This is an optimization exercise on Yosys and OpenROAD, whose aim is small area, a short achievable clock period and few clock cycles per item, not a production implementation. The RTL was checked by simulation tests, not by an equivalence proof against the original design. Power is estimated from default activity; no workload was simulated.

## fltr_sched
module fltr_sched #(
   parameter int unsigned NCH  = 4,
   parameter int unsigned TAPS = 4,
   parameter int unsigned DW   = 16,
   parameter int unsigned CW   = 16,
   parameter int unsigned OW   = 32
) (
   input  logic                     clk,
   input  logic                     rst_n,
   input  logic [NCH-1:0]           req_vld,
   input  logic [NCH*DW-1:0]        req_data,
   output logic [NCH-1:0]           req_rdy,
   input  logic                     cfg_we,
   input  logic [$clog2(TAPS)-1:0]  cfg_addr,
   input  logic [CW-1:0]            cfg_coef,
   output logic                     cfg_busy,
   output logic                     out_vld,
   input  logic                     out_rdy,
   output logic [$clog2(NCH)-1:0]   out_ch,
   output logic [OW-1:0]            out_data
);
   logic [3:0][7:0]   bone, btwo, bneg;    
   logic [3:0][2:0][15:0] hist_q;    
   logic [3:0][1:0]   cnt_q;         
   logic [3:0][15:0]  op_q;          
   logic              a_vld_q;
   logic [1:0]        a_ch_q;
   logic              o_vld_q;
   logic [1:0]        o_ch_q;
   logic [33:0]       o_ra_q, o_rb_q;
   logic [15:0] hp_q, hp_d;
   function automatic logic [15:0] hp_for(input int last);
      hp_for = '0;
      for (int g = 0; g < 4; g++)
         for (int h = 0; h < 4; h++)
            if (((h - last + 7) % 4) < ((g - last + 7) % 4)) hp_for[4*g+h] = 1'b1;
   endfunction
   logic [3:0] gnt;
   logic [1:0] gnt_ch;
   always_comb begin
      for (int g = 0; g < 4; g++) gnt[g] = req_vld[g] && ((req_vld & hp_q[4*g +: 4]) == 4'b0);
      gnt_ch = {gnt[3] | gnt[2], gnt[3] | gnt[1]};
   end
   always_comb begin
      hp_d = '0;
      for (int c = 0; c < 4; c++) if (gnt[c]) hp_d = hp_d | hp_for(c);
   end
   logic out_move, acc_ok, hs;
   assign out_move = !o_vld_q || out_rdy;
   assign acc_ok   = !a_vld_q || out_move;
   assign hs       = acc_ok && (req_vld != 4'b0);
   logic stall_q;    
   assign stall_q = a_vld_q && o_vld_q;
   for (genvar g = 0; g < 4; g++) begin : g_rdy
      fltr_rdy u_rdy (.vg(req_vld[g]), .v(req_vld), .m(hp_q[4*g +: 4]), .stall(stall_q),
                      .ordy(out_rdy), .rdy(req_rdy[g]));
   end
   logic [3:0][3:0] osel;      
   always_comb begin
      for (int c = 0; c < 4; c++) begin
         osel[0][c] = gnt[c];
  ...
Settings: LEC_CHECK=0, CAP_MARGIN=20, CORE_MARGIN=2, CORE_UTILIZATION=60, CTS_CLUSTER_DIAMETER=100, CTS_CLUSTER_SIZE=24, SLEW_MARGIN=20, SYNTH_HIERARCHICAL=1, SYNTH_MINIMUM_KEEP_SIZE=0, TNS_END_PERCENT=30; clock period 11.0 ns.
standard.sh (not shown) runs the stock make flow with config.mk's settings and CLKGATE_MAP_FILE= SYNTH_SCRIPT=/design/flow/synth_recipe.tcl, a recipe that flattens the netlist after the stock synthesis.
==> flow/flow/run.sh <==
#!/bin/bash
# Standard synthesis (bash standard.sh synth) and the standard layout, with a larger
# setup slack margin for ORFS's repair_timing steps so the layout is optimised beyond the
# 11 ns constraint. Logs: synth.log, layout.log (ORFS's per-step logs are under orfs/logs).
set -uo pipefail
MARGIN=6.0
bash standard.sh synth > synth.log 2>&1 || { tail -50 synth.log; exit 1; }
bash standard.sh SETUP_SLACK_MARGIN=$MARGIN "BUFFER_PORTS_ARGS=-buffer_cell sky130_fd_sc_hd__buf_4" REMOVE_ABC_BUFFERS=1 finish > layout.log 2>&1 || { tail -50 layout.log; exit 1; }
The baseline ran to the end with no violations.
Testbench counts at the start, summed over its fixed seeds: cycles 2,064, items 2,048.
==> next run, changes <==
--- a/flow/flow/run.sh
+++ b/flow/flow/run.sh
@@ -6 +6 @@
-MARGIN=6.0
+MARGIN=5.75
Settings changed: TNS_END_PERCENT 30 to 5.
Result:
- clock-buffer cell count stays the same
- power shrinks by 5.1%
- core utilization shrinks by 2.8 points
- flip-flop and latch count does not change
- routed wire length shrinks by 2.5%
- setup slack gets worse by 200 ps

---

Setup of run A:
fltr_sched again, from the RTL that the note above started with.
==> flow/config.mk <==
export PLATFORM = sky130hd
export DESIGN_NAME = fltr_sched
export DESIGN_NICKNAME = fltr_sched
export VERILOG_FILES = /design/flow/design.v
export SDC_FILE = /design/flow/constraint.sdc
export NUM_CORES = 4
export LEC_CHECK = 0
export CAP_MARGIN = 10
export CORE_MARGIN = 2
export CORE_UTILIZATION = 60
export CTS_CLUSTER_DIAMETER = 100
export CTS_CLUSTER_SIZE = 24
export SLEW_MARGIN = 10
export SYNTH_HIERARCHICAL = 1
export SYNTH_MINIMUM_KEEP_SIZE = 0
export TNS_END_PERCENT = 15
==> flow/constraint.sdc <==
create_clock -name core_clock -period 11.0 [get_ports {clk}]
set_input_delay 2.2000 -clock core_clock [delete_from_list [all_inputs] [get_ports {clk}]]
set_output_delay 2.2000 -clock core_clock [all_outputs]
set_load 0.01 [all_outputs]
==> flow/flow/run.sh <==
#!/bin/bash
# Standard synthesis (bash standard.sh synth) and the standard layout, with a larger
# setup slack margin for ORFS's repair_timing steps so the layout is optimised beyond the
# 11 ns constraint. Logs: synth.log, layout.log (ORFS's per-step logs are under orfs/logs).
set -uo pipefail
MARGIN=6.0
bash standard.sh synth > synth.log 2>&1 || { tail -50 synth.log; exit 1; }
bash standard.sh SETUP_SLACK_MARGIN=$MARGIN "BUFFER_PORTS_ARGS=-buffer_cell sky130_fd_sc_hd__buf_2" REMOVE_ABC_BUFFERS=1 finish > layout.log 2>&1 || { tail -50 layout.log; exit 1; }
Testbench counts of run A, summed over its fixed seeds: cycles 2,064, items 2,048.
## Diff of input files: run B against run A
- changing TNS_END_PERCENT from 15 to 5
- changing SLEW_MARGIN from 10 to 20
- changing CAP_MARGIN from 10 to 20
diff --git a/flow/flow/run.sh b/flow/flow/run.sh
--- a/flow/flow/run.sh
+++ b/flow/flow/run.sh
@@ -7,2 +7,2 @@
 bash standard.sh synth > synth.log 2>&1 || { tail -50 synth.log; exit 1; }
-bash standard.sh SETUP_SLACK_MARGIN=$MARGIN "BUFFER_PORTS_ARGS=-buffer_cell sky130_fd_sc_hd__buf_2" REMOVE_ABC_BUFFERS=1 finish > layout.log 2>&1 || { tail -50 layout.log; exit 1; }
+bash standard.sh SETUP_SLACK_MARGIN=$MARGIN "BUFFER_PORTS_ARGS=-buffer_cell sky130_fd_sc_hd__buf_4" REMOVE_ABC_BUFFERS=1 finish > layout.log 2>&1 || { tail -50 layout.log; exit 1; }
## What came out
In run B, ratio of cells with drive above 1 in the final layout is lower than in run A. Summary of run B over run A: multi-input gate share of the layout cell area saw a decrease, clock skew saw a decrease, switching fraction of total power saw a decrease, routed wire length saw an increase, global-route wire length before repair saw little to no change. Per the final summary, run B finished and its layout is clean on timing, DRC and antenna. When run B is measured against run A, its growth of design area from synthesis to finish turns out 0.42 points lower. Compared with run A, in run B final design instance area without fill went down 170 µm²; core utilization went down 0.26 points. Reported for run B and run A, maximum root-to-sink buffer count turned out identical to the last digit.
Changes in run C relative to run B:
- swapping 5 for 15 in TNS_END_PERCENT
- Cmp run C and run B / layout overhead on the synthesized area / lower: run B
- Relative to run B, via count of the first global-routing pass has increased by 206 in run C.
- The worst setup path startpoint comes out o_ra_q[28] in one run and o_rb_q[5] in the other, namely in run C and run B respectively.
- Going from run B to run C, setup slack grows by 0.0067 ns.
- Re critical path depth: run C and run B aren't equal, and the higher value belongs to run B.
Setup changes, run C to run D
diff --git a/flow/flow/run.sh b/flow/flow/run.sh
--- a/flow/flow/run.sh
+++ b/flow/flow/run.sh
@@ -7,2 +7,2 @@
 bash standard.sh synth > synth.log 2>&1 || { tail -50 synth.log; exit 1; }
-bash standard.sh SETUP_SLACK_MARGIN=$MARGIN "BUFFER_PORTS_ARGS=-buffer_cell sky130_fd_sc_hd__buf_4" REMOVE_ABC_BUFFERS=1 finish > layout.log 2>&1 || { tail -50 layout.log; exit 1; }
+bash standard.sh SETUP_SLACK_MARGIN=$MARGIN "BUFFER_PORTS_ARGS=-buffer_cell sky130_fd_sc_hd__buf_1" REMOVE_ABC_BUFFERS=1 finish > layout.log 2>&1 || { tail -50 layout.log; exit 1; }
==> comparison <==
- Higher maximum frequency among run C and run D: run C
- In the final reports, the cell area of run D is smaller than that of run C.
- ~same final HPWL from detailed placement in run C and run D
- The lower transition time at the pin with the least slew margin of run C and run D is in run D.
- Compared with run C, run D shows leakage component of the power that has gone down slightly.
- The more densely filled core belongs to run C, not run D.
- Compared with run C, run D shows a relative contribution of the clock network to total power that is 1.0 points higher.
- The power of run D and that of run C are within noise of each other.
- Reported for run C and run D, number of DRC violations after detailed routing turned out identical to the last digit.

## static timing again, ports no longer ideal
No port has a modelled driver above. Below, the same layouts with a new extraction and two added sets of constraints. Step 1 sets driving cells, clkbuf_16 on the clock port and buf_2 on the other inputs (assumed; they add their load-dependent delay and slew). Step 2 adds t to the input delays and takes it off the output delays; t is the mean of the earliest and latest rising clock arrival at the registers after step 1. Input paths then give back, and output paths get back, about the clock's delay inside the block. Three values: ideal, step 1, step 2; two values: the first two.
run	t, ns	setup WS [ns]	worst setup path at the end	worst slew at a driven data input, ns
the first run of note 1	0.676	5.909 / 5.842 / 5.911	input to output	0.07
the second run of note 1	0.673	5.712 / 5.712 / 5.712	register to register	0.06
run A	0.685	5.829 / 5.760 / 5.878	register to register	0.06
run B	0.675	5.879 / 5.813 / 5.904	register to register	0.07
run C	0.674	5.886 / 5.819 / 5.908	input to output	0.07
run D	0.684	5.851 / 5.786 / 5.857	register to register	0.07
After both steps setup and hold are still met in every run listed.
